What follows belongs to an exercise in optimizing a design on an open flow for small area and a short achievable clock period; a production flow would make more cautious choices.
Only simulation tests tie the RTL to the original design; equivalence was not proved.
Power and IR drop assume default switching activity.

==> flow/design.v <==
module dsp_tdm_mac (
  input  logic               clk,
  input  logic               rst,
  input  logic               ce,
  input  logic               in_valid,
  input  logic [1:0]         in_ch,
  input  logic [1:0]         mode,
  input  logic signed [17:0] a,
  input  logic signed [17:0] b,
  input  logic signed [17:0] d,
  input  logic [7:0]         acc_len,
  output logic               out_valid,
  output logic [1:0]         out_ch,
  output logic signed [39:0] p,
  output logic               ovf
);
  localparam int KLO = 8;             
  localparam int KH  = 37 - KLO;
  logic [18:0] dpb_s, dmb_s, pre_s;
  assign dpb_s = {d[17], d} + {b[17], b};
  assign dmb_s = {d[17], d} - {b[17], b};
  assign pre_s = (dpb_s & {19{mode == 2'd1}}) | (dmb_s & {19{mode == 2'd2}})
               | ({b[17], b} & {19{!(mode[0] ^ mode[1])}});
  logic [8:0] one_s, two_s, neg_s;
  logic       m3_s;
  assign m3_s = (mode == 2'd3);
  always_comb begin
    for (int i = 0; i < 9; i++) begin
      logic hi, mi, lo;
      hi = a[2*i+1];
      mi = a[2*i];
      lo = (i == 0) ? 1'b0 : a[2*i-1];
      one_s[i] = mi ^ lo;
      two_s[i] = (hi & !mi & !lo) | (!hi & mi & lo);
      neg_s[i] = hi ^ m3_s;
    end
  end
  logic        v1_r;
  logic [1:0]  ch1_r;
  logic [7:0]  len1_r;
  logic [8:0]  one1_r, two1_r, neg1_r;
  logic [18:0] pre1_r;
  always_ff @(posedge clk) begin
    if (rst) v1_r <= 1'b0;
    else if (ce) v1_r <= in_valid;
  end
  always_ff @(posedge clk) begin
    if (ce) begin
      ch1_r   <= in_ch;
      len1_r  <= acc_len;
      one1_r  <= one_s;
      two1_r  <= two_s;
      neg1_r  <= neg_s;
      pre1_r  <= pre_s;
    end
  end
  logic [7:0] cnt1_r [4];
  logic [3:0] cz_r;                    
  logic [7:0] cnt1_s;
  logic       dump_s;
  assign cnt1_s = cz_r[ch1_r] ? 8'd1 : cnt1_r[ch1_r];
  assign dump_s = (cnt1_s >= len1_r);
  always_ff @(posedge clk) begin
    if (rst) begin
      cz_r <= 4'hf;
    end else if (ce && v1_r) begin
      cz_r[ch1_r] <= dump_s;
    end
  end
  always_ff @(posedge clk) begin
    if (ce && v1_r && !rst) begin
      cnt1_r[ch1_r] <= cnt1_s + 8'd1;
    end
  end
  logic [KLO-1:0] lo_s;
  logic           ci_s;
  logic [KH-1:0]  hs_s, hc_s;
  tdm_mac_mul u_mul (.one(one1_r), .two(two1_r), .neg(neg1_r), .y(pre1_r), .lo(lo_s), .ci(ci_s), .hs(hs_s), .hc(hc_s));
  logic           v2_r, dump2_r;
  logic [1:0]     ch2_r;
  logic [KLO-1:0] lo2_r;
  logic           ci2_r;
  logic           n8_2_r;             
  logic [KH-2:0]  hs2_r, hc2_r;       
  always_ff @(posedge clk) begin
    if (rst) v2_r <= 1'b0;
    else if (ce) v2_r <= v1_r;
  end
  always_ff @(posedge clk) begin
    if (ce) begin
      dump2_r <= dump_s;
      ch2_r   <= ch1_r;
      lo2_r   <= lo_s;
      ci2_r   <= ci_s;
      n8_2_r  <= neg1_r[8];
      hs2_r   <= hs_s[KH-2:0];
      hc2_r   <= hc_s[KH-2:0];
    end
  end
  logic [KH-1:0] hi_s;
  assign hi_s = {hs_s[KH-1], hs2_r} + {hc_s[KH-1], hc2_r} + KH'(ci2_r)
              + (KH'(n8_2_r) << (16 - KLO));
  logic        v3_r, dump3_r;
  logic [3:0]  oh3_r;                 
  logic [3:0]  sel3_r;                
  logic [3:0]  oh2_s, az_nxt_s;
  assign oh2_s = 4'b0001 << ch2_r;
  logic [36:0] prod3_r;
  always_ff @(posedge clk) begin
    if (rst) v3_r <= 1'b0;
    else if (ce) v3_r <= v2_r;
  end
  always_ff @(posedge clk) begin
    if (ce) begin
      dump3_r <= dump2_r;
      oh3_r   <= oh2_s;
      sel3_r  <= oh2_s & ~az_nxt_s;
      prod3_r <= {hi_s, lo2_r};
    end
  end
  logic [39:0] acc_r [4];
  logic [3:0]  az_r;                  
  logic [3:0]  sticky_r;              
  logic [39:0] acc_s;
  logic [40:0] sum_s;
  logic        ov_s, sticky_s;
  logic [39:0] res_s;
  always_comb begin
    acc_s    = 40'd0;
    sticky_s = 1'b0;
    for (int i = 0; i < 4; i++) begin
      acc_s    = acc_s | (acc_r[i] & {40{sel3_r[i]}});
      sticky_s = sticky_s | (sticky_r[i] & sel3_r[i]);
    end
    sum_s = {2'b00, acc_s[38:0]} + {2'b00, prod3_r[36], prod3_r[36], prod3_r};
    ov_s  = (acc_s[39] ~^ prod3_r[36]) & (acc_s[39] ^ sum_s[39]);
    res_s = ov_s ? {acc_s[39], {39{!acc_s[39]}}}
                 : {acc_s[39] ^ prod3_r[36] ^ sum_s[39], sum_s[38:0]};
  end
  always_comb begin
    for (int i = 0; i < 4; i++)
      az_nxt_s[i] = (v3_r && oh3_r[i]) ? dump3_r : az_r[i];
  end
  always_ff @(posedge clk) begin
    if (rst) begin
      az_r <= 4'hf;
    end else if (ce && v3_r) begin
      for (int i = 0; i < 4; i++)
        if (oh3_r[i]) az_r[i] <= dump3_r;
    end
  end
  always_ff @(posedge clk) begin
    if (ce && v3_r && !rst) begin
      for (int i = 0; i < 4; i++)
        if (oh3_r[i]) begin
          acc_r[i]    <= res_s;
          sticky_r[i] <= sticky_s | ov_s;
        end
    end
  end
  logic [3:0] ooh_r;                  
  always_ff @(posedge clk) begin
    if (rst) out_valid <= 1'b0;
    else if (ce) out_valid <= v3_r && dump3_r;
  end
  always_ff @(posedge clk) begin
    if (ce) begin
      ooh_r <= oh3_r;
      ovf   <= sticky_s | ov_s;
    end
  end
  always_comb begin
    p = 40'd0;
    for (int i = 0; i < 4; i++)
      p = p | (acc_r[i] & {40{ooh_r[i]}});
  end
  assign out_ch = {ooh_r[3] | ooh_r[2], ooh_r[3] | ooh_r[1]};
endmodule
module tdm_mac_mul (
  input  logic [8:0]  one,
  input  logic [8:0]  two,
  input  logic [8:0]  neg,
  input  logic [18:0] y,
  output logic [7:0] lo,
  output logic        ci,
  output logic [28:0] hs,
  output logic [28:0] hc
);
  logic pp0_0;
  logic pp0_1;
  logic pp0_2;
  logic pp0_3;
  logic pp0_4;
  logic pp0_5;
  logic pp0_6;
  logic pp0_7;
  logic pp0_8;
  logic pp0_9;
  logic pp0_10;
  logic pp0_11;
  logic pp0_12;
  logic pp0_13;
  logic pp0_14;
  logic pp0_15;
  logic pp0_16;
  logic pp0_17;
  logic pp0_18;
  logic pp0_19;
  logic pp1_0;
  logic pp1_1;
  logic pp1_2;
  logic pp1_3;
  logic pp1_4;
  logic pp1_5;
  logic pp1_6;
  logic pp1_7;
  logic pp1_8;
  logic pp1_9;
  logic pp1_10;
  logic pp1_11;
  logic pp1_12;
  logic pp1_13;
  logic pp1_14;
  logic pp1_15;
  logic pp1_16;
  logic pp1_17;
  logic pp1_18;
  logic pp1_19;
  logic pp2_0;
  logic pp2_1;
  logic pp2_2;
  logic pp2_3;
  logic pp2_4;
  logic pp2_5;
  logic pp2_6;
  logic pp2_7;
  logic pp2_8;
  logic pp2_9;
  logic pp2_10;
  logic pp2_11;
  logic pp2_12;
  logic pp2_13;
  logic pp2_14;
  logic pp2_15;
  logic pp2_16;
  logic pp2_17;
  logic pp2_18;
  logic pp2_19;
  logic pp3_0;
  logic pp3_1;
  logic pp3_2;
  logic pp3_3;
  logic pp3_4;
  logic pp3_5;
  logic pp3_6;
  logic pp3_7;
  logic pp3_8;
  logic pp3_9;
  logic pp3_10;
  logic pp3_11;
  logic pp3_12;
  logic pp3_13;
  logic pp3_14;
  logic pp3_15;
  logic pp3_16;
  logic pp3_17;
  logic pp3_18;
  logic pp3_19;
  logic pp4_0;
  logic pp4_1;
  logic pp4_2;
  logic pp4_3;
  logic pp4_4;
  logic pp4_5;
  logic pp4_6;
  logic pp4_7;
  logic pp4_8;
  logic pp4_9;
  logic pp4_10;
  logic pp4_11;
  logic pp4_12;
  logic pp4_13;
  logic pp4_14;
  logic pp4_15;
  logic pp4_16;
  logic pp4_17;
  logic pp4_18;
  logic pp4_19;
  logic pp5_0;
  logic pp5_1;
  logic pp5_2;
  logic pp5_3;
  logic pp5_4;
  logic pp5_5;
  logic pp5_6;
  logic pp5_7;
  logic pp5_8;
  logic pp5_9;
  logic pp5_10;
  logic pp5_11;
  logic pp5_12;
  logic pp5_13;
  logic pp5_14;
  logic pp5_15;
  logic pp5_16;
  logic pp5_17;
  logic pp5_18;
  logic pp5_19;
  logic pp6_0;
  logic pp6_1;
  logic pp6_2;
  logic pp6_3;
  logic pp6_4;
  logic pp6_5;
  logic pp6_6;
  logic pp6_7;
  logic pp6_8;
  logic pp6_9;
  logic pp6_10;
  logic pp6_11;
  logic pp6_12;
  logic pp6_13;
  logic pp6_14;
  logic pp6_15;
  logic pp6_16;
  logic pp6_17;
  logic pp6_18;
  logic pp6_19;
  logic pp7_0;
  logic pp7_1;
  logic pp7_2;
  logic pp7_3;
  logic pp7_4;
  logic pp7_5;
  logic pp7_6;
  logic pp7_7;
  logic pp7_8;
  logic pp7_9;
  logic pp7_10;
  logic pp7_11;
  logic pp7_12;
  logic pp7_13;
  logic pp7_14;
  logic pp7_15;
  logic pp7_16;
  logic pp7_17;
  logic pp7_18;
  logic pp7_19;
  logic pp8_0;
  logic pp8_1;
  logic pp8_2;
  logic pp8_3;
  logic pp8_4;
  logic pp8_5;
  logic pp8_6;
  logic pp8_7;
  logic pp8_8;
  logic pp8_9;
  logic pp8_10;
  logic pp8_11;
  logic pp8_12;
  logic pp8_13;
  logic pp8_14;
  logic pp8_15;
  logic pp8_16;
  logic pp8_17;
  logic pp8_18;
  logic pp8_19;
  logic pp0_s;
  logic s1;
  logic c2;
  logic s3;
  logic c4;
  logic s5;
  logic c6;
  logic s7;
  logic c8;
  logic s9;
  logic c10;
  logic s11;
  logic c12;
  logic s13;
  logic c14;
  logic s15;
  logic c16;
  logic s17;
  logic c18;
  logic s19;
  logic c20;
  logic s21;
  logic c22;
  logic s23;
  logic c24;
  logic s25;
  logic c26;
  logic s27;
  logic c28;
  logic s29;
  logic c30;
  logic s31;
  logic c32;
  logic s33;
  logic c34;
  logic s35;
  logic c36;
  logic s37;
  logic c38;
  logic s39;
  logic c40;
  logic s41;
  logic c42;
  logic s43;
  logic c44;
  logic s45;
  logic c46;
  logic s47;
  logic c48;
  logic s49;
  logic c50;
  logic s51;
  logic c52;
  logic s53;
  logic c54;
  logic s55;
  logic c56;
  logic s57;
  logic c58;
  logic s59;
  logic c60;
  logic s61;
  logic c62;
  logic s63;
  logic c64;
  logic s65;
  logic c66;
  logic s67;
  logic c68;
  logic s69;
  logic c70;
  logic s71;
  logic c72;
  logic s73;
  logic c74;
  logic s75;
  logic c76;
  logic s77;
  logic c78;
  logic s79;
  logic c80;
  logic s81;
  logic c82;
  logic s83;
  logic c84;
  logic s85;
  logic c86;
  logic s87;
  logic c88;
  logic s89;
  logic c90;
  logic s91;
  logic c92;
  logic s93;
  logic c94;
  logic s95;
  logic c96;
  logic s97;
  logic c98;
  logic s99;
  logic c100;
  logic s101;
  logic c102;
  logic s103;
  logic c104;
  logic s105;
  logic c106;
  logic s107;
  logic c108;
  logic s109;
  logic c110;
  logic s111;
  logic c112;
  logic s113;
  logic c114;
  logic s115;
  logic c116;
  logic s117;
  logic c118;
  logic s119;
  logic c120;
  logic s121;
  logic c122;
  logic s123;
  logic c124;
  logic s125;
  logic c126;
  logic s127;
  logic c128;
  logic s129;
  logic c130;
  logic s131;
  logic c132;
  logic s133;
  logic c134;
  logic s135;
  logic c136;
  logic s137;
  logic c138;
  logic s139;
  logic c140;
  logic s141;
  logic c142;
  logic s143;
  logic c144;
  logic s145;
  logic c146;
  logic s147;
  logic c148;
  logic s149;
  logic c150;
  logic s151;
  logic c152;
  logic s153;
  logic c154;
  logic s155;
  logic c156;
  logic s157;
  logic c158;
  logic s159;
  logic c160;
  logic s161;
  logic c162;
  logic s163;
  logic c164;
  logic s165;
  logic c166;
  logic s167;
  logic c168;
  logic s169;
  logic c170;
  logic s171;
  logic c172;
  logic s173;
  logic c174;
  logic s175;
  logic c176;
  logic s177;
  logic c178;
  logic s179;
  logic c180;
  logic s181;
  logic c182;
  logic s183;
  logic c184;
  logic s185;
  logic c186;
  logic s187;
  logic c188;
  logic s189;
  logic c190;
  logic s191;
  logic c192;
  logic s193;
  logic c194;
  logic s195;
  logic c196;
  logic s197;
  logic c198;
  logic s199;
  logic c200;
  logic s201;
  logic c202;
  logic s203;
  logic c204;
  logic s205;
  logic c206;
  logic s207;
  logic c208;
  logic s209;
  logic c210;
  logic s211;
  logic c212;
  logic s213;
  logic c214;
  logic s215;
  logic c216;
  logic s217;
  logic c218;
  logic s219;
  logic c220;
  logic s221;
  logic c222;
  logic s223;
  logic c224;
  logic s225;
  logic c226;
  logic s227;
  logic c228;
  logic s229;
  logic c230;
  logic s231;
  logic c232;
  logic s233;
  logic c234;
  logic s235;
  logic c236;
  logic s237;
  logic c238;
  logic s239;
  logic c240;
  logic s241;
  logic c242;
  logic s243;
  logic c244;
  logic s245;
  logic c246;
  logic s247;
  logic c248;
  logic s249;
  logic c250;
  logic s251;
  logic c252;
  logic s253;
  logic c254;
  logic s255;
  logic c256;
  logic s257;
  logic c258;
  logic s259;
  logic c260;
  logic s261;
  logic c262;
  logic s263;
  logic c264;
  logic s265;
  logic c266;
  logic s267;
  logic c268;
  logic s269;
  logic c270;
  logic s271;
  logic c272;
  logic s273;
  logic c274;
  logic s275;
  logic c276;
  logic s277;
  logic c278;
  logic s279;
  logic c280;
  logic s281;
  logic c282;
  logic s283;
  logic c284;
  logic s285;
  logic c286;
  logic s287;
  logic c288;
  logic s289;
  logic c290;
  logic s291;
  logic c292;
  logic s293;
  logic c294;
  assign pp0_0 = ((one[0] & y[0]) | (two[0] & 1'b0)) ^ neg[0];
  assign pp0_1 = ((one[0] & y[1]) | (two[0] & y[0])) ^ neg[0];
  assign pp0_2 = ((one[0] & y[2]) | (two[0] & y[1])) ^ neg[0];
  assign pp0_3 = ((one[0] & y[3]) | (two[0] & y[2])) ^ neg[0];
  assign pp0_4 = ((one[0] & y[4]) | (two[0] & y[3])) ^ neg[0];
  assign pp0_5 = ((one[0] & y[5]) | (two[0] & y[4])) ^ neg[0];
  assign pp0_6 = ((one[0] & y[6]) | (two[0] & y[5])) ^ neg[0];
  assign pp0_7 = ((one[0] & y[7]) | (two[0] & y[6])) ^ neg[0];
  assign pp0_8 = ((one[0] & y[8]) | (two[0] & y[7])) ^ neg[0];
  assign pp0_9 = ((one[0] & y[9]) | (two[0] & y[8])) ^ neg[0];
  assign pp0_10 = ((one[0] & y[10]) | (two[0] & y[9])) ^ neg[0];
  assign pp0_11 = ((one[0] & y[11]) | (two[0] & y[10])) ^ neg[0];
  assign pp0_12 = ((one[0] & y[12]) | (two[0] & y[11])) ^ neg[0];
  assign pp0_13 = ((one[0] & y[13]) | (two[0] & y[12])) ^ neg[0];
  assign pp0_14 = ((one[0] & y[14]) | (two[0] & y[13])) ^ neg[0];
  assign pp0_15 = ((one[0] & y[15]) | (two[0] & y[14])) ^ neg[0];
  assign pp0_16 = ((one[0] & y[16]) | (two[0] & y[15])) ^ neg[0];
  assign pp0_17 = ((one[0] & y[17]) | (two[0] & y[16])) ^ neg[0];
  assign pp0_18 = ((one[0] & y[18]) | (two[0] & y[17])) ^ neg[0];
  assign pp0_19 = ~(((one[0] & y[18]) | (two[0] & y[18])) ^ neg[0]);
  assign pp1_0 = ((one[1] & y[0]) | (two[1] & 1'b0)) ^ neg[1];
  assign pp1_1 = ((one[1] & y[1]) | (two[1] & y[0])) ^ neg[1];
  assign pp1_2 = ((one[1] & y[2]) | (two[1] & y[1])) ^ neg[1];
  assign pp1_3 = ((one[1] & y[3]) | (two[1] & y[2])) ^ neg[1];
  assign pp1_4 = ((one[1] & y[4]) | (two[1] & y[3])) ^ neg[1];
  assign pp1_5 = ((one[1] & y[5]) | (two[1] & y[4])) ^ neg[1];
  assign pp1_6 = ((one[1] & y[6]) | (two[1] & y[5])) ^ neg[1];
  assign pp1_7 = ((one[1] & y[7]) | (two[1] & y[6])) ^ neg[1];
  assign pp1_8 = ((one[1] & y[8]) | (two[1] & y[7])) ^ neg[1];
  assign pp1_9 = ((one[1] & y[9]) | (two[1] & y[8])) ^ neg[1];
  assign pp1_10 = ((one[1] & y[10]) | (two[1] & y[9])) ^ neg[1];
  assign pp1_11 = ((one[1] & y[11]) | (two[1] & y[10])) ^ neg[1];
  assign pp1_12 = ((one[1] & y[12]) | (two[1] & y[11])) ^ neg[1];
  assign pp1_13 = ((one[1] & y[13]) | (two[1] & y[12])) ^ neg[1];
  assign pp1_14 = ((one[1] & y[14]) | (two[1] & y[13])) ^ neg[1];
  assign pp1_15 = ((one[1] & y[15]) | (two[1] & y[14])) ^ neg[1];
  assign pp1_16 = ((one[1] & y[16]) | (two[1] & y[15])) ^ neg[1];
  assign pp1_17 = ((one[1] & y[17]) | (two[1] & y[16])) ^ neg[1];
  assign pp1_18 = ((one[1] & y[18]) | (two[1] & y[17])) ^ neg[1];
  assign pp1_19 = ~(((one[1] & y[18]) | (two[1] & y[18])) ^ neg[1]);
  assign pp2_0 = ((one[2] & y[0]) | (two[2] & 1'b0)) ^ neg[2];
  assign pp2_1 = ((one[2] & y[1]) | (two[2] & y[0])) ^ neg[2];
  assign pp2_2 = ((one[2] & y[2]) | (two[2] & y[1])) ^ neg[2];
  assign pp2_3 = ((one[2] & y[3]) | (two[2] & y[2])) ^ neg[2];
  assign pp2_4 = ((one[2] & y[4]) | (two[2] & y[3])) ^ neg[2];
  assign pp2_5 = ((one[2] & y[5]) | (two[2] & y[4])) ^ neg[2];
  assign pp2_6 = ((one[2] & y[6]) | (two[2] & y[5])) ^ neg[2];
  assign pp2_7 = ((one[2] & y[7]) | (two[2] & y[6])) ^ neg[2];
  assign pp2_8 = ((one[2] & y[8]) | (two[2] & y[7])) ^ neg[2];
  assign pp2_9 = ((one[2] & y[9]) | (two[2] & y[8])) ^ neg[2];
  assign pp2_10 = ((one[2] & y[10]) | (two[2] & y[9])) ^ neg[2];
  assign pp2_11 = ((one[2] & y[11]) | (two[2] & y[10])) ^ neg[2];
  assign pp2_12 = ((one[2] & y[12]) | (two[2] & y[11])) ^ neg[2];
  assign pp2_13 = ((one[2] & y[13]) | (two[2] & y[12])) ^ neg[2];
  assign pp2_14 = ((one[2] & y[14]) | (two[2] & y[13])) ^ neg[2];
  assign pp2_15 = ((one[2] & y[15]) | (two[2] & y[14])) ^ neg[2];
  assign pp2_16 = ((one[2] & y[16]) | (two[2] & y[15])) ^ neg[2];
  assign pp2_17 = ((one[2] & y[17]) | (two[2] & y[16])) ^ neg[2];
  assign pp2_18 = ((one[2] & y[18]) | (two[2] & y[17])) ^ neg[2];
  assign pp2_19 = ~(((one[2] & y[18]) | (two[2] & y[18])) ^ neg[2]);
  assign pp3_0 = ((one[3] & y[0]) | (two[3] & 1'b0)) ^ neg[3];
  assign pp3_1 = ((one[3] & y[1]) | (two[3] & y[0])) ^ neg[3];
  assign pp3_2 = ((one[3] & y[2]) | (two[3] & y[1])) ^ neg[3];
  assign pp3_3 = ((one[3] & y[3]) | (two[3] & y[2])) ^ neg[3];
  assign pp3_4 = ((one[3] & y[4]) | (two[3] & y[3])) ^ neg[3];
  assign pp3_5 = ((one[3] & y[5]) | (two[3] & y[4])) ^ neg[3];
  assign pp3_6 = ((one[3] & y[6]) | (two[3] & y[5])) ^ neg[3];
  assign pp3_7 = ((one[3] & y[7]) | (two[3] & y[6])) ^ neg[3];
  assign pp3_8 = ((one[3] & y[8]) | (two[3] & y[7])) ^ neg[3];
  assign pp3_9 = ((one[3] & y[9]) | (two[3] & y[8])) ^ neg[3];
  assign pp3_10 = ((one[3] & y[10]) | (two[3] & y[9])) ^ neg[3];
  assign pp3_11 = ((one[3] & y[11]) | (two[3] & y[10])) ^ neg[3];
  assign pp3_12 = ((one[3] & y[12]) | (two[3] & y[11])) ^ neg[3];
  assign pp3_13 = ((one[3] & y[13]) | (two[3] & y[12])) ^ neg[3];
  assign pp3_14 = ((one[3] & y[14]) | (two[3] & y[13])) ^ neg[3];
  assign pp3_15 = ((one[3] & y[15]) | (two[3] & y[14])) ^ neg[3];
  assign pp3_16 = ((one[3] & y[16]) | (two[3] & y[15])) ^ neg[3];
  assign pp3_17 = ((one[3] & y[17]) | (two[3] & y[16])) ^ neg[3];
  assign pp3_18 = ((one[3] & y[18]) | (two[3] & y[17])) ^ neg[3];
  assign pp3_19 = ~(((one[3] & y[18]) | (two[3] & y[18])) ^ neg[3]);
  assign pp4_0 = ((one[4] & y[0]) | (two[4] & 1'b0)) ^ neg[4];
  assign pp4_1 = ((one[4] & y[1]) | (two[4] & y[0])) ^ neg[4];
  assign pp4_2 = ((one[4] & y[2]) | (two[4] & y[1])) ^ neg[4];
  assign pp4_3 = ((one[4] & y[3]) | (two[4] & y[2])) ^ neg[4];
  assign pp4_4 = ((one[4] & y[4]) | (two[4] & y[3])) ^ neg[4];
  assign pp4_5 = ((one[4] & y[5]) | (two[4] & y[4])) ^ neg[4];
  assign pp4_6 = ((one[4] & y[6]) | (two[4] & y[5])) ^ neg[4];
  assign pp4_7 = ((one[4] & y[7]) | (two[4] & y[6])) ^ neg[4];
  assign pp4_8 = ((one[4] & y[8]) | (two[4] & y[7])) ^ neg[4];
  assign pp4_9 = ((one[4] & y[9]) | (two[4] & y[8])) ^ neg[4];
  assign pp4_10 = ((one[4] & y[10]) | (two[4] & y[9])) ^ neg[4];
  assign pp4_11 = ((one[4] & y[11]) | (two[4] & y[10])) ^ neg[4];
  assign pp4_12 = ((one[4] & y[12]) | (two[4] & y[11])) ^ neg[4];
  assign pp4_13 = ((one[4] & y[13]) | (two[4] & y[12])) ^ neg[4];
  assign pp4_14 = ((one[4] & y[14]) | (two[4] & y[13])) ^ neg[4];
  assign pp4_15 = ((one[4] & y[15]) | (two[4] & y[14])) ^ neg[4];
  assign pp4_16 = ((one[4] & y[16]) | (two[4] & y[15])) ^ neg[4];
  assign pp4_17 = ((one[4] & y[17]) | (two[4] & y[16])) ^ neg[4];
  assign pp4_18 = ((one[4] & y[18]) | (two[4] & y[17])) ^ neg[4];
  assign pp4_19 = ~(((one[4] & y[18]) | (two[4] & y[18])) ^ neg[4]);
  assign pp5_0 = ((one[5] & y[0]) | (two[5] & 1'b0)) ^ neg[5];
  assign pp5_1 = ((one[5] & y[1]) | (two[5] & y[0])) ^ neg[5];
  assign pp5_2 = ((one[5] & y[2]) | (two[5] & y[1])) ^ neg[5];
  assign pp5_3 = ((one[5] & y[3]) | (two[5] & y[2])) ^ neg[5];
  assign pp5_4 = ((one[5] & y[4]) | (two[5] & y[3])) ^ neg[5];
  assign pp5_5 = ((one[5] & y[5]) | (two[5] & y[4])) ^ neg[5];
  assign pp5_6 = ((one[5] & y[6]) | (two[5] & y[5])) ^ neg[5];
  assign pp5_7 = ((one[5] & y[7]) | (two[5] & y[6])) ^ neg[5];
  assign pp5_8 = ((one[5] & y[8]) | (two[5] & y[7])) ^ neg[5];
  assign pp5_9 = ((one[5] & y[9]) | (two[5] & y[8])) ^ neg[5];
  assign pp5_10 = ((one[5] & y[10]) | (two[5] & y[9])) ^ neg[5];
  assign pp5_11 = ((one[5] & y[11]) | (two[5] & y[10])) ^ neg[5];
  assign pp5_12 = ((one[5] & y[12]) | (two[5] & y[11])) ^ neg[5];
  assign pp5_13 = ((one[5] & y[13]) | (two[5] & y[12])) ^ neg[5];
  assign pp5_14 = ((one[5] & y[14]) | (two[5] & y[13])) ^ neg[5];
  assign pp5_15 = ((one[5] & y[15]) | (two[5] & y[14])) ^ neg[5];
  assign pp5_16 = ((one[5] & y[16]) | (two[5] & y[15])) ^ neg[5];
  assign pp5_17 = ((one[5] & y[17]) | (two[5] & y[16])) ^ neg[5];
  assign pp5_18 = ((one[5] & y[18]) | (two[5] & y[17])) ^ neg[5];
  assign pp5_19 = ~(((one[5] & y[18]) | (two[5] & y[18])) ^ neg[5]);
  assign pp6_0 = ((one[6] & y[0]) | (two[6] & 1'b0)) ^ neg[6];
  assign pp6_1 = ((one[6] & y[1]) | (two[6] & y[0])) ^ neg[6];
  assign pp6_2 = ((one[6] & y[2]) | (two[6] & y[1])) ^ neg[6];
  assign pp6_3 = ((one[6] & y[3]) | (two[6] & y[2])) ^ neg[6];
  assign pp6_4 = ((one[6] & y[4]) | (two[6] & y[3])) ^ neg[6];
  assign pp6_5 = ((one[6] & y[5]) | (two[6] & y[4])) ^ neg[6];
  assign pp6_6 = ((one[6] & y[6]) | (two[6] & y[5])) ^ neg[6];
  assign pp6_7 = ((one[6] & y[7]) | (two[6] & y[6])) ^ neg[6];
  assign pp6_8 = ((one[6] & y[8]) | (two[6] & y[7])) ^ neg[6];
  assign pp6_9 = ((one[6] & y[9]) | (two[6] & y[8])) ^ neg[6];
  assign pp6_10 = ((one[6] & y[10]) | (two[6] & y[9])) ^ neg[6];
  assign pp6_11 = ((one[6] & y[11]) | (two[6] & y[10])) ^ neg[6];
  assign pp6_12 = ((one[6] & y[12]) | (two[6] & y[11])) ^ neg[6];
  assign pp6_13 = ((one[6] & y[13]) | (two[6] & y[12])) ^ neg[6];
  assign pp6_14 = ((one[6] & y[14]) | (two[6] & y[13])) ^ neg[6];
  assign pp6_15 = ((one[6] & y[15]) | (two[6] & y[14])) ^ neg[6];
  assign pp6_16 = ((one[6] & y[16]) | (two[6] & y[15])) ^ neg[6];
  assign pp6_17 = ((one[6] & y[17]) | (two[6] & y[16])) ^ neg[6];
  assign pp6_18 = ((one[6] & y[18]) | (two[6] & y[17])) ^ neg[6];
  assign pp6_19 = ~(((one[6] & y[18]) | (two[6] & y[18])) ^ neg[6]);
  assign pp7_0 = ((one[7] & y[0]) | (two[7] & 1'b0)) ^ neg[7];
  assign pp7_1 = ((one[7] & y[1]) | (two[7] & y[0])) ^ neg[7];
  assign pp7_2 = ((one[7] & y[2]) | (two[7] & y[1])) ^ neg[7];
  assign pp7_3 = ((one[7] & y[3]) | (two[7] & y[2])) ^ neg[7];
  assign pp7_4 = ((one[7] & y[4]) | (two[7] & y[3])) ^ neg[7];
  assign pp7_5 = ((one[7] & y[5]) | (two[7] & y[4])) ^ neg[7];
  assign pp7_6 = ((one[7] & y[6]) | (two[7] & y[5])) ^ neg[7];
  assign pp7_7 = ((one[7] & y[7]) | (two[7] & y[6])) ^ neg[7];
  assign pp7_8 = ((one[7] & y[8]) | (two[7] & y[7])) ^ neg[7];
  assign pp7_9 = ((one[7] & y[9]) | (two[7] & y[8])) ^ neg[7];
  assign pp7_10 = ((one[7] & y[10]) | (two[7] & y[9])) ^ neg[7];
  assign pp7_11 = ((one[7] & y[11]) | (two[7] & y[10])) ^ neg[7];
  assign pp7_12 = ((one[7] & y[12]) | (two[7] & y[11])) ^ neg[7];
  assign pp7_13 = ((one[7] & y[13]) | (two[7] & y[12])) ^ neg[7];
  assign pp7_14 = ((one[7] & y[14]) | (two[7] & y[13])) ^ neg[7];
  assign pp7_15 = ((one[7] & y[15]) | (two[7] & y[14])) ^ neg[7];
  assign pp7_16 = ((one[7] & y[16]) | (two[7] & y[15])) ^ neg[7];
  assign pp7_17 = ((one[7] & y[17]) | (two[7] & y[16])) ^ neg[7];
  assign pp7_18 = ((one[7] & y[18]) | (two[7] & y[17])) ^ neg[7];
  assign pp7_19 = ~(((one[7] & y[18]) | (two[7] & y[18])) ^ neg[7]);
  assign pp8_0 = ((one[8] & y[0]) | (two[8] & 1'b0)) ^ neg[8];
  assign pp8_1 = ((one[8] & y[1]) | (two[8] & y[0])) ^ neg[8];
  assign pp8_2 = ((one[8] & y[2]) | (two[8] & y[1])) ^ neg[8];
  assign pp8_3 = ((one[8] & y[3]) | (two[8] & y[2])) ^ neg[8];
  assign pp8_4 = ((one[8] & y[4]) | (two[8] & y[3])) ^ neg[8];
  assign pp8_5 = ((one[8] & y[5]) | (two[8] & y[4])) ^ neg[8];
  assign pp8_6 = ((one[8] & y[6]) | (two[8] & y[5])) ^ neg[8];
  assign pp8_7 = ((one[8] & y[7]) | (two[8] & y[6])) ^ neg[8];
  assign pp8_8 = ((one[8] & y[8]) | (two[8] & y[7])) ^ neg[8];
  assign pp8_9 = ((one[8] & y[9]) | (two[8] & y[8])) ^ neg[8];
  assign pp8_10 = ((one[8] & y[10]) | (two[8] & y[9])) ^ neg[8];
  assign pp8_11 = ((one[8] & y[11]) | (two[8] & y[10])) ^ neg[8];
  assign pp8_12 = ((one[8] & y[12]) | (two[8] & y[11])) ^ neg[8];
  assign pp8_13 = ((one[8] & y[13]) | (two[8] & y[12])) ^ neg[8];
  assign pp8_14 = ((one[8] & y[14]) | (two[8] & y[13])) ^ neg[8];
  assign pp8_15 = ((one[8] & y[15]) | (two[8] & y[14])) ^ neg[8];
  assign pp8_16 = ((one[8] & y[16]) | (two[8] & y[15])) ^ neg[8];
  assign pp8_17 = ((one[8] & y[17]) | (two[8] & y[16])) ^ neg[8];
  assign pp8_18 = ((one[8] & y[18]) | (two[8] & y[17])) ^ neg[8];
  assign pp8_19 = ~(((one[8] & y[18]) | (two[8] & y[18])) ^ neg[8]);
  assign pp0_s = ~pp0_19;
  assign s1 = pp0_10 ^ pp1_8;
  assign c2 = pp0_10 & pp1_8;
  assign s3 = pp0_11 ^ pp1_9;
  assign c4 = pp0_11 & pp1_9;
  assign s5 = pp0_12 ^ pp1_10 ^ pp2_8;
  assign c6 = (pp0_12 & pp1_10) | (pp0_12 & pp2_8) | (pp1_10 & pp2_8);
  assign s7 = pp3_6 ^ pp4_4;
  assign c8 = pp3_6 & pp4_4;
  assign s9 = pp0_13 ^ pp1_11 ^ pp2_9;
  assign c10 = (pp0_13 & pp1_11) | (pp0_13 & pp2_9) | (pp1_11 & pp2_9);
  assign s11 = pp3_7 ^ pp4_5;
  assign c12 = pp3_7 & pp4_5;
  assign s13 = pp0_14 ^ pp1_12 ^ pp2_10;
  assign c14 = (pp0_14 & pp1_12) | (pp0_14 & pp2_10) | (pp1_12 & pp2_10);
  assign s15 = pp3_8 ^ pp4_6 ^ pp5_4;
  assign c16 = (pp3_8 & pp4_6) | (pp3_8 & pp5_4) | (pp4_6 & pp5_4);
  assign s17 = pp6_2 ^ pp7_0;
  assign c18 = pp6_2 & pp7_0;
  assign s19 = pp0_15 ^ pp1_13 ^ pp2_11;
  assign c20 = (pp0_15 & pp1_13) | (pp0_15 & pp2_11) | (pp1_13 & pp2_11);
  assign s21 = pp3_9 ^ pp4_7 ^ pp5_5;
  assign c22 = (pp3_9 & pp4_7) | (pp3_9 & pp5_5) | (pp4_7 & pp5_5);
  assign s23 = pp6_3 ^ pp7_1;
  assign c24 = pp6_3 & pp7_1;
  assign s25 = pp0_16 ^ pp1_14 ^ pp2_12;
  assign c26 = (pp0_16 & pp1_14) | (pp0_16 & pp2_12) | (pp1_14 & pp2_12);
  assign s27 = pp3_10 ^ pp4_8 ^ pp5_6;
  assign c28 = (pp3_10 & pp4_8) | (pp3_10 & pp5_6) | (pp4_8 & pp5_6);
  assign s29 = pp6_4 ^ pp7_2 ^ pp8_0;
  assign c30 = (pp6_4 & pp7_2) | (pp6_4 & pp8_0) | (pp7_2 & pp8_0);
  assign s31 = pp0_17 ^ pp1_15 ^ pp2_13;
  assign c32 = (pp0_17 & pp1_15) | (pp0_17 & pp2_13) | (pp1_15 & pp2_13);
  assign s33 = pp3_11 ^ pp4_9 ^ pp5_7;
  assign c34 = (pp3_11 & pp4_9) | (pp3_11 & pp5_7) | (pp4_9 & pp5_7);
  assign s35 = pp6_5 ^ pp7_3 ^ pp8_1;
  assign c36 = (pp6_5 & pp7_3) | (pp6_5 & pp8_1) | (pp7_3 & pp8_1);
  assign s37 = pp0_18 ^ pp1_16 ^ pp2_14;
  assign c38 = (pp0_18 & pp1_16) | (pp0_18 & pp2_14) | (pp1_16 & pp2_14);
  assign s39 = pp3_12 ^ pp4_10 ^ pp5_8;
  assign c40 = (pp3_12 & pp4_10) | (pp3_12 & pp5_8) | (pp4_10 & pp5_8);
  assign s41 = pp6_6 ^ pp7_4 ^ pp8_2;
  assign c42 = (pp6_6 & pp7_4) | (pp6_6 & pp8_2) | (pp7_4 & pp8_2);
  assign s43 = pp1_17 ^ pp2_15 ^ pp3_13;
  assign c44 = (pp1_17 & pp2_15) | (pp1_17 & pp3_13) | (pp2_15 & pp3_13);
  assign s45 = pp4_11 ^ pp5_9 ^ pp6_7;
  assign c46 = (pp4_11 & pp5_9) | (pp4_11 & pp6_7) | (pp5_9 & pp6_7);
  assign s47 = pp7_5 ^ pp8_3 ^ pp0_s;
  assign c48 = (pp7_5 & pp8_3) | (pp7_5 & pp0_s) | (pp8_3 & pp0_s);
  assign s49 = pp1_18 ^ pp2_16 ^ pp3_14;
  assign c50 = (pp1_18 & pp2_16) | (pp1_18 & pp3_14) | (pp2_16 & pp3_14);
  assign s51 = pp4_12 ^ pp5_10 ^ pp6_8;
  assign c52 = (pp4_12 & pp5_10) | (pp4_12 & pp6_8) | (pp5_10 & pp6_8);
  assign s53 = pp7_6 ^ pp8_4 ^ pp0_s;
  assign c54 = (pp7_6 & pp8_4) | (pp7_6 & pp0_s) | (pp8_4 & pp0_s);
  assign s55 = pp1_19 ^ pp2_17 ^ pp3_15;
  assign c56 = (pp1_19 & pp2_17) | (pp1_19 & pp3_15) | (pp2_17 & pp3_15);
  assign s57 = pp4_13 ^ pp5_11 ^ pp6_9;
  assign c58 = (pp4_13 & pp5_11) | (pp4_13 & pp6_9) | (pp5_11 & pp6_9);
  assign s59 = pp7_7 ^ pp8_5 ^ pp0_19;
  assign c60 = (pp7_7 & pp8_5) | (pp7_7 & pp0_19) | (pp8_5 & pp0_19);
  assign s61 = pp2_18 ^ pp3_16 ^ pp4_14;
  assign c62 = (pp2_18 & pp3_16) | (pp2_18 & pp4_14) | (pp3_16 & pp4_14);
  assign s63 = pp5_12 ^ pp6_10 ^ pp7_8;
  assign c64 = (pp5_12 & pp6_10) | (pp5_12 & pp7_8) | (pp6_10 & pp7_8);
  assign s65 = pp8_6 ^ 1'b1;
  assign c66 = pp8_6 & 1'b1;
  assign s67 = pp2_19 ^ pp3_17 ^ pp4_15;
  assign c68 = (pp2_19 & pp3_17) | (pp2_19 & pp4_15) | (pp3_17 & pp4_15);
  assign s69 = pp5_13 ^ pp6_11 ^ pp7_9;
  assign c70 = (pp5_13 & pp6_11) | (pp5_13 & pp7_9) | (pp6_11 & pp7_9);
  assign s71 = pp3_18 ^ pp4_16 ^ pp5_14;
  assign c72 = (pp3_18 & pp4_16) | (pp3_18 & pp5_14) | (pp4_16 & pp5_14);
  assign s73 = pp6_12 ^ pp7_10;
  assign c74 = pp6_12 & pp7_10;
  assign s75 = pp3_19 ^ pp4_17 ^ pp5_15;
  assign c76 = (pp3_19 & pp4_17) | (pp3_19 & pp5_15) | (pp4_17 & pp5_15);
  assign s77 = pp4_18 ^ pp5_16;
  assign c78 = pp4_18 & pp5_16;
  assign s79 = pp0_6 ^ pp1_4;
  assign c80 = pp0_6 & pp1_4;
  assign s81 = pp0_7 ^ pp1_5;
  assign c82 = pp0_7 & pp1_5;
  assign s83 = pp0_8 ^ pp1_6 ^ pp2_4;
  assign c84 = (pp0_8 & pp1_6) | (pp0_8 & pp2_4) | (pp1_6 & pp2_4);
  assign s85 = pp3_2 ^ pp4_0;
  assign c86 = pp3_2 & pp4_0;
  assign s87 = pp0_9 ^ pp1_7 ^ pp2_5;
  assign c88 = (pp0_9 & pp1_7) | (pp0_9 & pp2_5) | (pp1_7 & pp2_5);
  assign s89 = pp3_3 ^ pp4_1;
  assign c90 = pp3_3 & pp4_1;
  assign s91 = s1 ^ pp2_6 ^ pp3_4;
  assign c92 = (s1 & pp2_6) | (s1 & pp3_4) | (pp2_6 & pp3_4);
  assign s93 = pp4_2 ^ pp5_0 ^ neg[5];
  assign c94 = (pp4_2 & pp5_0) | (pp4_2 & neg[5]) | (pp5_0 & neg[5]);
  assign s95 = c2 ^ s3 ^ pp2_7;
  assign c96 = (c2 & s3) | (c2 & pp2_7) | (s3 & pp2_7);
  assign s97 = pp3_5 ^ pp4_3 ^ pp5_1;
  assign c98 = (pp3_5 & pp4_3) | (pp3_5 & pp5_1) | (pp4_3 & pp5_1);
  assign s99 = c4 ^ s5 ^ s7;
  assign c100 = (c4 & s5) | (c4 & s7) | (s5 & s7);
  assign s101 = pp5_2 ^ pp6_0 ^ neg[6];
  assign c102 = (pp5_2 & pp6_0) | (pp5_2 & neg[6]) | (pp6_0 & neg[6]);
  assign s103 = c6 ^ c8 ^ s9;
  assign c104 = (c6 & c8) | (c6 & s9) | (c8 & s9);
  assign s105 = s11 ^ pp5_3 ^ pp6_1;
  assign c106 = (s11 & pp5_3) | (s11 & pp6_1) | (pp5_3 & pp6_1);
  assign s107 = c10 ^ c12 ^ s13;
  assign c108 = (c10 & c12) | (c10 & s13) | (c12 & s13);
  assign s109 = s15 ^ s17 ^ neg[7];
  assign c110 = (s15 & s17) | (s15 & neg[7]) | (s17 & neg[7]);
  assign s111 = c14 ^ c16 ^ c18;
  assign c112 = (c14 & c16) | (c14 & c18) | (c16 & c18);
  assign s113 = s19 ^ s21 ^ s23;
  assign c114 = (s19 & s21) | (s19 & s23) | (s21 & s23);
  assign s115 = c20 ^ c22 ^ c24;
  assign c116 = (c20 & c22) | (c20 & c24) | (c22 & c24);
  assign s117 = s25 ^ s27 ^ s29;
  assign c118 = (s25 & s27) | (s25 & s29) | (s27 & s29);
  assign s119 = c26 ^ c28 ^ c30;
  assign c120 = (c26 & c28) | (c26 & c30) | (c28 & c30);
  assign s121 = s31 ^ s33 ^ s35;
  assign c122 = (s31 & s33) | (s31 & s35) | (s33 & s35);
  assign s123 = c32 ^ c34 ^ c36;
  assign c124 = (c32 & c34) | (c32 & c36) | (c34 & c36);
  assign s125 = s37 ^ s39 ^ s41;
  assign c126 = (s37 & s39) | (s37 & s41) | (s39 & s41);
  assign s127 = c38 ^ c40 ^ c42;
  assign c128 = (c38 & c40) | (c38 & c42) | (c40 & c42);
  assign s129 = s43 ^ s45 ^ s47;
  assign c130 = (s43 & s45) | (s43 & s47) | (s45 & s47);
  assign s131 = c44 ^ c46 ^ c48;
  assign c132 = (c44 & c46) | (c44 & c48) | (c46 & c48);
  assign s133 = s49 ^ s51 ^ s53;
  assign c134 = (s49 & s51) | (s49 & s53) | (s51 & s53);
  assign s135 = c50 ^ c52 ^ c54;
  assign c136 = (c50 & c52) | (c50 & c54) | (c52 & c54);
  assign s137 = s55 ^ s57 ^ s59;
  assign c138 = (s55 & s57) | (s55 & s59) | (s57 & s59);
  assign s139 = c56 ^ c58 ^ c60;
  assign c140 = (c56 & c58) | (c56 & c60) | (c58 & c60);
  assign s141 = s61 ^ s63 ^ s65;
  assign c142 = (s61 & s63) | (s61 & s65) | (s63 & s65);
  assign s143 = c62 ^ c64 ^ c66;
  assign c144 = (c62 & c64) | (c62 & c66) | (c64 & c66);
  assign s145 = s67 ^ s69 ^ pp8_7;
  assign c146 = (s67 & s69) | (s67 & pp8_7) | (s69 & pp8_7);
  assign s147 = c68 ^ c70 ^ s71;
  assign c148 = (c68 & c70) | (c68 & s71) | (c70 & s71);
  assign s149 = s73 ^ pp8_8 ^ 1'b1;
  assign c150 = (s73 & pp8_8) | (s73 & 1'b1) | (pp8_8 & 1'b1);
  assign s151 = c72 ^ c74 ^ s75;
  assign c152 = (c72 & c74) | (c72 & s75) | (c74 & s75);
  assign s153 = pp6_13 ^ pp7_11 ^ pp8_9;
  assign c154 = (pp6_13 & pp7_11) | (pp6_13 & pp8_9) | (pp7_11 & pp8_9);
  assign s155 = c76 ^ s77 ^ pp6_14;
  assign c156 = (c76 & s77) | (c76 & pp6_14) | (s77 & pp6_14);
  assign s157 = pp7_12 ^ pp8_10 ^ 1'b1;
  assign c158 = (pp7_12 & pp8_10) | (pp7_12 & 1'b1) | (pp8_10 & 1'b1);
  assign s159 = c78 ^ pp4_19 ^ pp5_17;
  assign c160 = (c78 & pp4_19) | (c78 & pp5_17) | (pp4_19 & pp5_17);
  assign s161 = pp6_15 ^ pp7_13 ^ pp8_11;
  assign c162 = (pp6_15 & pp7_13) | (pp6_15 & pp8_11) | (pp7_13 & pp8_11);
  assign s163 = pp5_18 ^ pp6_16 ^ pp7_14;
  assign c164 = (pp5_18 & pp6_16) | (pp5_18 & pp7_14) | (pp6_16 & pp7_14);
  assign s165 = pp8_12 ^ 1'b1;
  assign c166 = pp8_12 & 1'b1;
  assign s167 = pp5_19 ^ pp6_17 ^ pp7_15;
  assign c168 = (pp5_19 & pp6_17) | (pp5_19 & pp7_15) | (pp6_17 & pp7_15);
  assign s169 = pp6_18 ^ pp7_16;
  assign c170 = pp6_18 & pp7_16;
  assign s171 = pp0_4 ^ pp1_2;
  assign c172 = pp0_4 & pp1_2;
  assign s173 = pp0_5 ^ pp1_3;
  assign c174 = pp0_5 & pp1_3;
  assign s175 = s79 ^ pp2_2 ^ pp3_0;
  assign c176 = (s79 & pp2_2) | (s79 & pp3_0) | (pp2_2 & pp3_0);
  assign s177 = c80 ^ s81 ^ pp2_3;
  assign c178 = (c80 & s81) | (c80 & pp2_3) | (s81 & pp2_3);
  assign s179 = c82 ^ s83 ^ s85;
  assign c180 = (c82 & s83) | (c82 & s85) | (s83 & s85);
  assign s181 = c84 ^ c86 ^ s87;
  assign c182 = (c84 & c86) | (c84 & s87) | (c86 & s87);
  assign s183 = c88 ^ c90 ^ s91;
  assign c184 = (c88 & c90) | (c88 & s91) | (c90 & s91);
  assign s185 = c92 ^ c94 ^ s95;
  assign c186 = (c92 & c94) | (c92 & s95) | (c94 & s95);
  assign s187 = c96 ^ c98 ^ s99;
  assign c188 = (c96 & c98) | (c96 & s99) | (c98 & s99);
  assign s189 = c100 ^ c102 ^ s103;
  assign c190 = (c100 & c102) | (c100 & s103) | (c102 & s103);
  assign s191 = c104 ^ c106 ^ s107;
  assign c192 = (c104 & c106) | (c104 & s107) | (c106 & s107);
  assign s193 = c108 ^ c110 ^ s111;
  assign c194 = (c108 & c110) | (c108 & s111) | (c110 & s111);
  assign s195 = c112 ^ c114 ^ s115;
  assign c196 = (c112 & c114) | (c112 & s115) | (c114 & s115);
  assign s197 = c116 ^ c118 ^ s119;
  assign c198 = (c116 & c118) | (c116 & s119) | (c118 & s119);
  assign s199 = c120 ^ c122 ^ s123;
  assign c200 = (c120 & c122) | (c120 & s123) | (c122 & s123);
  assign s201 = c124 ^ c126 ^ s127;
  assign c202 = (c124 & c126) | (c124 & s127) | (c126 & s127);
  assign s203 = c128 ^ c130 ^ s131;
  assign c204 = (c128 & c130) | (c128 & s131) | (c130 & s131);
  assign s205 = c132 ^ c134 ^ s135;
  assign c206 = (c132 & c134) | (c132 & s135) | (c134 & s135);
  assign s207 = c136 ^ c138 ^ s139;
  assign c208 = (c136 & c138) | (c136 & s139) | (c138 & s139);
  assign s209 = c140 ^ c142 ^ s143;
  assign c210 = (c140 & c142) | (c140 & s143) | (c142 & s143);
  assign s211 = c144 ^ c146 ^ s147;
  assign c212 = (c144 & c146) | (c144 & s147) | (c146 & s147);
  assign s213 = c148 ^ c150 ^ s151;
  assign c214 = (c148 & c150) | (c148 & s151) | (c150 & s151);
  assign s215 = c152 ^ c154 ^ s155;
  assign c216 = (c152 & c154) | (c152 & s155) | (c154 & s155);
  assign s217 = c156 ^ c158 ^ s159;
  assign c218 = (c156 & c158) | (c156 & s159) | (c158 & s159);
  assign s219 = c160 ^ c162 ^ s163;
  assign c220 = (c160 & c162) | (c160 & s163) | (c162 & s163);
  assign s221 = c164 ^ c166 ^ s167;
  assign c222 = (c164 & c166) | (c164 & s167) | (c166 & s167);
  assign s223 = c168 ^ s169 ^ pp8_14;
  assign c224 = (c168 & s169) | (c168 & pp8_14) | (s169 & pp8_14);
  assign s225 = c170 ^ pp6_19 ^ pp7_17;
  assign c226 = (c170 & pp6_19) | (c170 & pp7_17) | (pp6_19 & pp7_17);
  assign s227 = pp7_18 ^ pp8_16;
  assign c228 = pp7_18 & pp8_16;
  assign s229 = pp0_2 ^ pp1_0;
  assign c230 = pp0_2 & pp1_0;
  assign s231 = pp0_3 ^ pp1_1;
  assign c232 = pp0_3 & pp1_1;
  assign s233 = s171 ^ pp2_0 ^ neg[2];
  assign c234 = (s171 & pp2_0) | (s171 & neg[2]) | (pp2_0 & neg[2]);
  assign s235 = c172 ^ s173 ^ pp2_1;
  assign c236 = (c172 & s173) | (c172 & pp2_1) | (s173 & pp2_1);
  assign s237 = c174 ^ s175 ^ neg[3];
  assign c238 = (c174 & s175) | (c174 & neg[3]) | (s175 & neg[3]);
  assign s239 = c176 ^ s177 ^ pp3_1;
  assign c240 = (c176 & s177) | (c176 & pp3_1) | (s177 & pp3_1);
  assign s241 = c178 ^ s179 ^ neg[4];
  assign c242 = (c178 & s179) | (c178 & neg[4]) | (s179 & neg[4]);
  assign s243 = c180 ^ s181 ^ s89;
  assign c244 = (c180 & s181) | (c180 & s89) | (s181 & s89);
  assign s245 = c182 ^ s183 ^ s93;
  assign c246 = (c182 & s183) | (c182 & s93) | (s183 & s93);
  assign s247 = c184 ^ s185 ^ s97;
  assign c248 = (c184 & s185) | (c184 & s97) | (s185 & s97);
  assign s249 = c186 ^ s187 ^ s101;
  assign c250 = (c186 & s187) | (c186 & s101) | (s187 & s101);
  assign s251 = c188 ^ s189 ^ s105;
  assign c252 = (c188 & s189) | (c188 & s105) | (s189 & s105);
  assign s253 = c190 ^ s191 ^ s109;
  assign c254 = (c190 & s191) | (c190 & s109) | (s191 & s109);
  assign s255 = c192 ^ s193 ^ s113;
  assign c256 = (c192 & s193) | (c192 & s113) | (s193 & s113);
  assign s257 = c194 ^ s195 ^ s117;
  assign c258 = (c194 & s195) | (c194 & s117) | (s195 & s117);
  assign s259 = c196 ^ s197 ^ s121;
  assign c260 = (c196 & s197) | (c196 & s121) | (s197 & s121);
  assign s261 = c198 ^ s199 ^ s125;
  assign c262 = (c198 & s199) | (c198 & s125) | (s199 & s125);
  assign s263 = c200 ^ s201 ^ s129;
  assign c264 = (c200 & s201) | (c200 & s129) | (s201 & s129);
  assign s265 = c202 ^ s203 ^ s133;
  assign c266 = (c202 & s203) | (c202 & s133) | (s203 & s133);
  assign s267 = c204 ^ s205 ^ s137;
  assign c268 = (c204 & s205) | (c204 & s137) | (s205 & s137);
  assign s269 = c206 ^ s207 ^ s141;
  assign c270 = (c206 & s207) | (c206 & s141) | (s207 & s141);
  assign s271 = c208 ^ s209 ^ s145;
  assign c272 = (c208 & s209) | (c208 & s145) | (s209 & s145);
  assign s273 = c210 ^ s211 ^ s149;
  assign c274 = (c210 & s211) | (c210 & s149) | (s211 & s149);
  assign s275 = c212 ^ s213 ^ s153;
  assign c276 = (c212 & s213) | (c212 & s153) | (s213 & s153);
  assign s277 = c214 ^ s215 ^ s157;
  assign c278 = (c214 & s215) | (c214 & s157) | (s215 & s157);
  assign s279 = c216 ^ s217 ^ s161;
  assign c280 = (c216 & s217) | (c216 & s161) | (s217 & s161);
  assign s281 = c218 ^ s219 ^ s165;
  assign c282 = (c218 & s219) | (c218 & s165) | (s219 & s165);
  assign s283 = c220 ^ s221 ^ pp8_13;
  assign c284 = (c220 & s221) | (c220 & pp8_13) | (s221 & pp8_13);
  assign s285 = c222 ^ s223 ^ 1'b1;
  assign c286 = (c222 & s223) | (c222 & 1'b1) | (s223 & 1'b1);
  assign s287 = c224 ^ s225 ^ pp8_15;
  assign c288 = (c224 & s225) | (c224 & pp8_15) | (s225 & pp8_15);
  assign s289 = c226 ^ s227 ^ 1'b1;
  assign c290 = (c226 & s227) | (c226 & 1'b1) | (s227 & 1'b1);
  assign s291 = c228 ^ pp7_19 ^ pp8_17;
  assign c292 = (c228 & pp7_19) | (c228 & pp8_17) | (pp7_19 & pp8_17);
  assign s293 = pp8_18 ^ 1'b1;
  assign c294 = pp8_18 & 1'b1;
  logic [8:0] lo_sum;
  assign lo_sum = {1'b0, c238, c236, c234, c232, c230, s229, pp0_1, pp0_0} + {1'b0, s239, s237, s235, s233, s231, neg[1], 1'b0, neg[0]};
  assign lo = lo_sum[7:0];
  assign ci = lo_sum[8];
  assign hs = {1'b1, c294, c292, c290, c288, c286, c284, c282, c280, c278, c276, c274, c272, c270, c268, c266, c264, c262, c260, c258, c256, c254, c252, c250, c248, c246, c244, c242, c240};
  assign hc = {1'b0, pp8_19, s293, s291, s289, s287, s285, s283, s281, s279, s277, s275, s273, s271, s269, s267, s265, s263, s261, s259, s257, s255, s253, s251, s249, s247, s245, s243, s241};
endmodule
module tdm_mac_top (
  input  logic               clk,
  input  logic               rst,
  input  logic               ce,
  input  logic               in_valid,
  input  logic [1:0]         in_ch,
  input  logic [1:0]         mode,
  input  logic signed [17:0] a,
  input  logic signed [17:0] b,
  input  logic signed [17:0] d,
  input  logic [7:0]         acc_len,
  output logic               out_valid,
  output logic [1:0]         out_ch,
  output logic signed [39:0] p,
  output logic               ovf
);
  dsp_tdm_mac u_mac (
    .clk(clk), .rst(rst), .ce(ce), .in_valid(in_valid), .in_ch(in_ch), .mode(mode),
    .a(a), .b(b), .d(d), .acc_len(acc_len),
    .out_valid(out_valid), .out_ch(out_ch), .p(p), .ovf(ovf)
  );
endmodule
==> flow/run.sh <==
#!/bin/bash
# synth_recipe.tcl (not shown) runs the flow's synth.tcl, then flattens the netlist and writes it again
# the make line also repeats each setting of config.mk as NAME=value (left out here)
make -C /OpenROAD-flow-scripts/flow DESIGN_CONFIG=/design/flow/config.mk WORK_HOME=/design/flow/orfs CLKGATE_MAP_FILE= SYNTH_SCRIPT=/design/flow/synth_recipe.tcl finish
==> flow/config.mk <==
export PLATFORM = sky130hd
export DESIGN_NAME = tdm_mac_top
export DESIGN_NICKNAME = tdm_mac_top
export VERILOG_FILES = /design/flow/design.v
export SDC_FILE = /design/flow/constraint.sdc
export NUM_CORES = 4
export LEC_CHECK = 0
export CAP_MARGIN = 20
export CORE_MARGIN = 2
export CORE_UTILIZATION = 40
export SETUP_SLACK_MARGIN = 4.8
export SLEW_MARGIN = 20
==> flow/constraint.sdc <==
create_clock -name core_clock -period 8.2 [get_ports {clk}]
set_input_delay 1.6400 -clock core_clock [delete_from_list [all_inputs] [get_ports {clk}]]
set_output_delay 1.6400 -clock core_clock [all_outputs]
set_load 0.01 [all_outputs]
==> results of run 1 <==
-- area by class of cell --
cell class | instances | area, µm² | area share (%)
clock buffer | 57 | 1180 | 3.23
clock inverter | 23 | 231 | 0.632
inverter | 205 | 795 | 2.17
multi-input combinational | 1709 | 16900 | 46.1
sequential | 386 | 11500 | 31.3
tap | 873 | 1090 | 2.98
timing repair buffer | 447 | 4960 | 13.5
-- cells by family (layout without fill, tap and decap cells) --
logic type / after synthesis / after routing / share of synthesized area (%)
xor gates and xnor gates: 268 / 268 / 8.68
buffers and inverters: 374 / 732 / 5.27
AOI/OAI and AO/OA: 718 / 719 / 18.3
and+or+nand+nor: 389 / 400 / 6.79
DFF: 386 / 386 / 42.4
adders and majority gates: 302 / 302 / 17.5
muxes: 20 / 20 / 1.17
-- where the power goes --
| part | internal (W) | total (W) | leakage (nW) | switching, W |
|---|---|---|---|---|
| logic | 0.00330 | 0.00727 | 10.0 | 0.00397 |
| clock network | 0.00112 | 0.00192 | 0.684 | 0.000803 |
| registers | 0.00317 | 0.00334 | 3.61 | 0.000174 |
| total | 0.00758 | 0.0125 | 14.3 | 0.00495 |
-- critical path, cell delays in order, from the launching register on --
cell and delay, ns:
edfxtp_1 0.46, buf_4 0.18, buf_6 0.14, buf_16 0.15, a22oi_1 0.22, nand2_1 0.17
ha_4 0.31, a21o_1 0.19, a31oi_4 0.19, o221a_2 0.26, nor2_4 0.05, a21oi_4 0.21
a31o_4 0.22, o21a_4 0.19, and3_4 0.26, buf_6 0.14, buf_12 0.15, o21ai_4 0.08
-- cell usage after synthesis, drive strengths merged (22+ instances only) --
cell / n / area, µm²
a21o: 46 / 345
a21oi: 109 / 557
a22oi: 331 / 2480
buf: 22 / 103
clkbuf: 147 / 553
edfxtp: 372 / 11200
fa: 126 / 2520
ha: 176 / 2200
inv: 205 / 769
nand2: 159 / 597
nand2b: 27 / 169
nand3: 25 / 125
nor2: 75 / 282
o21ai: 107 / 536
xnor2: 144 / 1260
xor2: 124 / 1090
-- routing by layer --
metal  global-route usage [%]  vias up  share of wire [%]
li1                         -     9663                  -
met1                     28.4    10500                 40
met2                     38.3     1011                 48
met3                     3.50      272                7.2
met4                     10.0        0                5.2
met5                        0        -                  0
-- worst paths after layout --
kind              cells after the start            start                  to  slack, ns
setup / recovery                     17  u_mac.sel3_r[0]  u_mac.acc_r[2][38]       4.34
hold / removal                        0   u_mac.lo2_r[5]    u_mac.prod3_r[5]       0.41
setup reg to reg                     17  u_mac.sel3_r[0]  u_mac.acc_r[2][38]       4.34
hold reg to reg                       0   u_mac.lo2_r[5]    u_mac.prod3_r[5]       0.41
-- stage by stage --
stage	util (%)	total power (W)	hold slack [ns]	area, µm²	worst slack [ns]
floorplan	-	0.00756	0.400	27300	4.29
global placement	43.2	0.00888	0.403	29000	3.13
detailed placement	43.3	0.00904	0.408	29000	3.06
CTS	52.4	0.0121	0.419	35100	4.52
global route	54.6	0.0135	0.437	36600	4.31
finish	54.6	0.0125	0.409	36600	4.34
-- sequential cells by signal, indices dropped and copies added (netlist names), 8 cells and up, named ones only --
signal and cells:
u_mac.acc_r 160, u_mac.cnt1_r 32, u_mac.hc2_r 28, u_mac.hs2_r 28, u_mac.len1_r 8, u_mac.lo2_r 8
u_mac.neg1_r 9, u_mac.one1_r 9, u_mac.pre1_r 19, u_mac.prod3_r 37, u_mac.two1_r 9
-- repair_timing --
item	CTS	global route
hold buffers	0	0
cloned	36	5
gates resized for setup	577	245
setup endpoints to repair	329	254
pin swaps	163	156
setup buffers	216	66
==> summary.md, run 1 <==
| Metric | Value |
|---|---|
| CP max FO | `7` |
| Fin crit share | `~47%` |
| CTS tree | `built` |
| Crit path launch type | `flop` |
| Min-Delay Path Class | `flop to flop` |
| Fillers | `about 5500` |
| Pins Over Slew Limit | `0` |
| Overflow after GRT | `0` |
| Commonest non-fill, non-tap cell in the layout | `edfxtp_1` |
| Max-Cap Viols | `0` |
| Initial Util | `40.3%` |
| Post-synthesis cell count | `approximately 2500` |
| DP Cell Count | `about 3300` |
| IO Port Bufs | `between 100 and 150` |
| Unrepaired setup endpoints after global routing | `true` |
| Clock sink count | `~390` |
| DR vias/cell | `roughly 5.8` |
| Detailed Place HPWL | `45.2 mm` |
| Tmin final | `a little under 4 ns` |
| Arr. time, crit path | `4.18 ns` |
| CTS Buffer Depth | `3` |
| VDD IR-drop max | `~0.19 mV` |
| WP data required | `around 8.5 ns` |
| Area Overhead vs Synth | `35.4%` |
| Final Skew | `roughly 0.03 ns` |
| Overall routing resource usage | `a little under a quarter` |
| First-iteration detailed-routing DRC count | `around 1900` |
| Final setup violation count | `0` |
| Largest net degree at the start of global routing | `91` |
| Die area | `between 0.06 and 0.07 mm²` |
| Final wirelength | `between 80 and 90 mm` |
| Commonest non-fill, non-tap cells in the layout | `edfxtp_1 (372), a22oi_1 (214), buf_4 (207)` |
| Clock latency on the worst-skew pair | `0.59 ns` |
| Setup Crit Path Kind | `flop to flop` |
| Post-synthesis cell type count | `between 70 and 80` |
| Core area | `between 0.06 and 0.07 mm²` |
| Layout cell share with drive strength beyond 1 | `slightly above 30%` |
| FF+latch count, synth | `about 390` |
| Slew HR | `46.1%` |
| Routed Antenna Nets | `0` |
| CTS Buf Count | `44` |
| Gpl congestion | `roughly 0.87` |
| Power per standard cell area | `about 340 mW/mm²` |
| Net count, final | `~3200` |
| Final setup TNS | `0 ns` |
| I/O pin count | `114` |
| WL/cell | `between 20 and 25 µm` |
| Status | `finished clean` |
| Clock-pin slew on the worst setup and hold paths | `around 0.060 ns` |
| CP Capture Type | `flop` |
| Worst slew pin tran | `~0.81 ns` |
| Final Hold Viols | `0` |
| Initial antenna violation count | `0` |
| Top FF cell, synth | `edfxtp_1` |
| Non-Filler Instances | `3700` |
| Die width | `264 µm` |
| Post-Syn Area | `between 0.02 and 0.03 mm²` |
| CTS HTree Levels | `2` |
| First-pass iteration count of the detailed router | `8` |
| Synth Warn # | `2` |
| Max Fclk | `around 260 MHz` |
| Vias in the first global route | `between 20000 and 25000` |
| Post-synth EDFFs | `between 300 and 400` |
| Synthesized Nets | `between 2000 and 3000` |
| Row count | `95` |
| First-pass GRT wire length | `about 120 mm` |
| Die H | `roughly 260 µm` |
| Leakage power | `approximately 14 nW` |
| Ys async rst share | `0%` |
| Seq/Total Area, Yosys | `a little over two fifths` |
| Vias | `about 21000` |
| Avg Cell Area, Syn | `11.0 µm²` |
| Root buf cell | `clkbuf_16` |
| Post-route DRC | `0` |
| Number of diodes | `0` |
==> inputs of run 2 (changes only) <==
--- a/flow/config.mk
+++ b/flow/config.mk
@@ -8,5 +8,5 @@
 export CAP_MARGIN = 20
 export CORE_MARGIN = 2
 export CORE_UTILIZATION = 40
-export SETUP_SLACK_MARGIN = 4.8
+export SETUP_SLACK_MARGIN = 4.3
 export SLEW_MARGIN = 20
==> summary.md, run 2 <==
| Metric | Value |
|---|---|
| Internal power | `0.00682 W (-10%)` |
| Top FF cell, synth | `edfxtp_1` |
| Clock-pin slew on the worst setup and hold paths | `0.05 ns (about the same)` |
| Status | `finished clean` |
| Top-area cell type share of the netlist area | `41.3% (unchanged)` |
| FF+latch count, synth | `386 (unchanged)` |
| Post-synthesis cell count | `2457 (unchanged)` |
| Avg Cell Area, Syn | `11.0 µm² (unchanged)` |
| Synth Warn # | `2 (unchanged)` |
| Most used cell, CP | `a211oi_2` |
| CP cell instances | `dlygate4sd2_1, ha_2, fa_2, nor2b_1, o21a_1, o21bai_2, a211oi_2, o31ai_2, buf_4, nor2_1, o21ai_1, o2111a_1, a211oi_2` |
| Sequential Power Share | `30.7% (+4.1 points)` |
| Leakage power | `12.2 nW (-15%)` |
| Largest register FFs | `160 (unchanged)` |
| First-pass GRT wire length | `108 mm (-13%)` |
| Gpl congestion | `0.857 (-1.5%)` |
| CTS Buf Count | `42 (-4.5%)` |
| Post-synthesis xor/xnor area fraction | `8.68% (unchanged)` |
| Unrepaired setup endpoints after global routing | `true` |
| Row count | `95 (unchanged)` |
| Largest family of logic cells by synthesized area | `compound AO/OA/AOI/OAI gates` |
| CTS tree | `built` |
| Adder-Cell Fraction of Synth Area | `17.5% (unchanged)` |
| Post-synthesis cell type count | `73 (unchanged)` |
| Commonest non-fill, non-tap cells in the layout | `edfxtp_1 (372), a22oi_1 (330), inv_1 (204)` |
| Simple-gate share of the synthesized area | `6.79% (unchanged)` |
| Final setup TNS | `0 ns (unchanged)` |
| Arr. time, crit path | `4.15 ns (-0.03 ns)` |
| CTS Buffer Depth | `3 (unchanged)` |
| Post-synth EDFFs | `372 (unchanged)` |
| Post-synthesis mux area share | `1.17% (unchanged)` |
| Cell taking the most area after synthesis | `edfxtp_1` |
| Clock sink count | `386 (unchanged)` |
| First-pass iteration count of the detailed router | `8 (unchanged)` |
| Die H | `264 µm (unchanged)` |
| Hold-fix buffers, CTS | `0 (unchanged)` |
| Fin crit share | `47.0% (-0.12 points)` |
| CP Capture Type | `flop` |
| Die width | `264 µm (unchanged)` |
| Crit path largest cell delay | `0.41 ns (-0.05 ns)` |
| WP data required | `8.50 ns (-0.02 ns)` |
| Max Fclk | `260 MHz (+0.25%)` |
| Ys async rst share | `0% (unchanged)` |
| Root buf cell | `clkbuf_16` |
| CP max FO | `3 (-4)` |
| VDD IR-drop max | `0.191 mV (-0.37%)` |
| IO Port Bufs | `113 (unchanged)` |
| Initial Util | `40.3% (unchanged)` |
| Number of diodes | `0 (unchanged)` |
## run 2: cell types whose count changed in the layout (fill, tap and decap cells not counted), moves of 19 or more
cell / change
a22oi_1: +116
a22oi_2: -116
buf_12: -45
buf_2: -26
buf_4: -164
buf_6: -58
clkdlybuf4s50_1: +61
ha_1: +46
ha_4: -49
nand2_1: +37
nand2_2: -36
o21ai_0: +19
o21ai_1: +20
o21ai_4: -37
## run 2: per-stage QoR
step	power [W]	instances	setup WS (ns)	instance area, µm²
final	0.0112	3419	4.35	31200
after global routing	0.0122	3419	4.25	31200
after CTS	0.0111	3395	4.29	30600
after detailed placement	0.00899	3298	3.08	28900
after global placement	0.00884	3296	3.14	28800
after floorplan	0.00750	2457	4.25	27100
## run 2: worst paths after layout
| check | startpoint | cells past startpoint | endpoint |
|---|---|---|---|
| max | d[0] | 13 | u_mac.pre1_r[14] |
| min | u_mac.lo2_r[2] | 0 | u_mac.prod3_r[2] |
| max reg2reg | u_mac.pre1_r[9] | 8 | u_mac.hc2_r[11] |
| min reg2reg | u_mac.lo2_r[2] | 0 | u_mac.prod3_r[2] |
## run 2: layout make-up
cell class / instances / area share [%]
Clock buffer: 52 / 3.49
Clock inverter: 25 / 1.06
Inverter: 205 / 2.47
Multi-Input combinational cell: 1705 / 47.1
Sequential cell: 386 / 36.8
Tap cell: 873 / 3.51
Timing Repair Buffer: 173 / 5.67
## run 2: kinds of logic after synthesis
family / after synthesis
compound gates: 718
simple gates: 389
flops: 386
buf+inv: 374
fa+ha+maj: 302
xor+xnor: 268
mux: 20
## run 2: repair_timing
item / in CTS / in global routing
buffers inserted: 14 / 21
cloned: 6 / 2
pin swaps: 19 / 20
resized for setup: 60 / 91
setup endpoints to repair: 216 / 202
## run 2: power groups by stage
stage                     combinational, W  clock (W)  sequential [W]
after floorplan                    0.00423          0         0.00327
after global placement             0.00536          0         0.00348
after detailed placement           0.00552          0         0.00348
after CTS                          0.00566    0.00198         0.00344
after global routing               0.00670    0.00205         0.00346
final                              0.00583    0.00193         0.00343
## run 2: per-layer routing
| metal | up-vias | wire [µm] | GRT usage (%) |
|---|---|---|---|
| met5 | - | 13 | 0 |
| met4 | 2 | 1680 | 6.00 |
| met3 | 128 | 5110 | 3.33 |
| met2 | 818 | 32000 | 31.5 |
| met1 | 9608 | 30100 | 26.1 |
| li1 | 9082 | - | - |

## port drivers added, routing unchanged
The results above use ideal ports. As a check the final layouts listed here were re-extracted and re-timed, cells and wires unchanged.
Step 1 sets driving cells, clkbuf_16 on the clock port and buf_2 on the other inputs (assumed; they add their load-dependent delay and slew).
Step 2 adds t to the input delays and takes it off the output delays; t is the mean of the earliest and latest rising clock arrival at the registers after step 1. Input paths then give back, and output paths get back, about the clock's delay inside the block.
Slacks: no drivers / after step 1 / after step 2; pairs: no drivers / after step 1.
run	t (ns)	setup slack, ns	worst hold slack (ns)	worst data-port slew with drivers (ns)	pins driven straight from the clock port
run 1	0.644	4.337 / 4.337 / 4.004	0.409 / 0.409 / 0.409	0.07	1
run 2	0.629	4.347 / 4.337 / 3.749	0.412 / 0.412 / 0.412	0.05	1
After both steps every run listed still meets setup and hold. For run 2, which loses most, drivers alone change the setup slack by -0.010 ns; drivers and shift together by -0.598 ns.
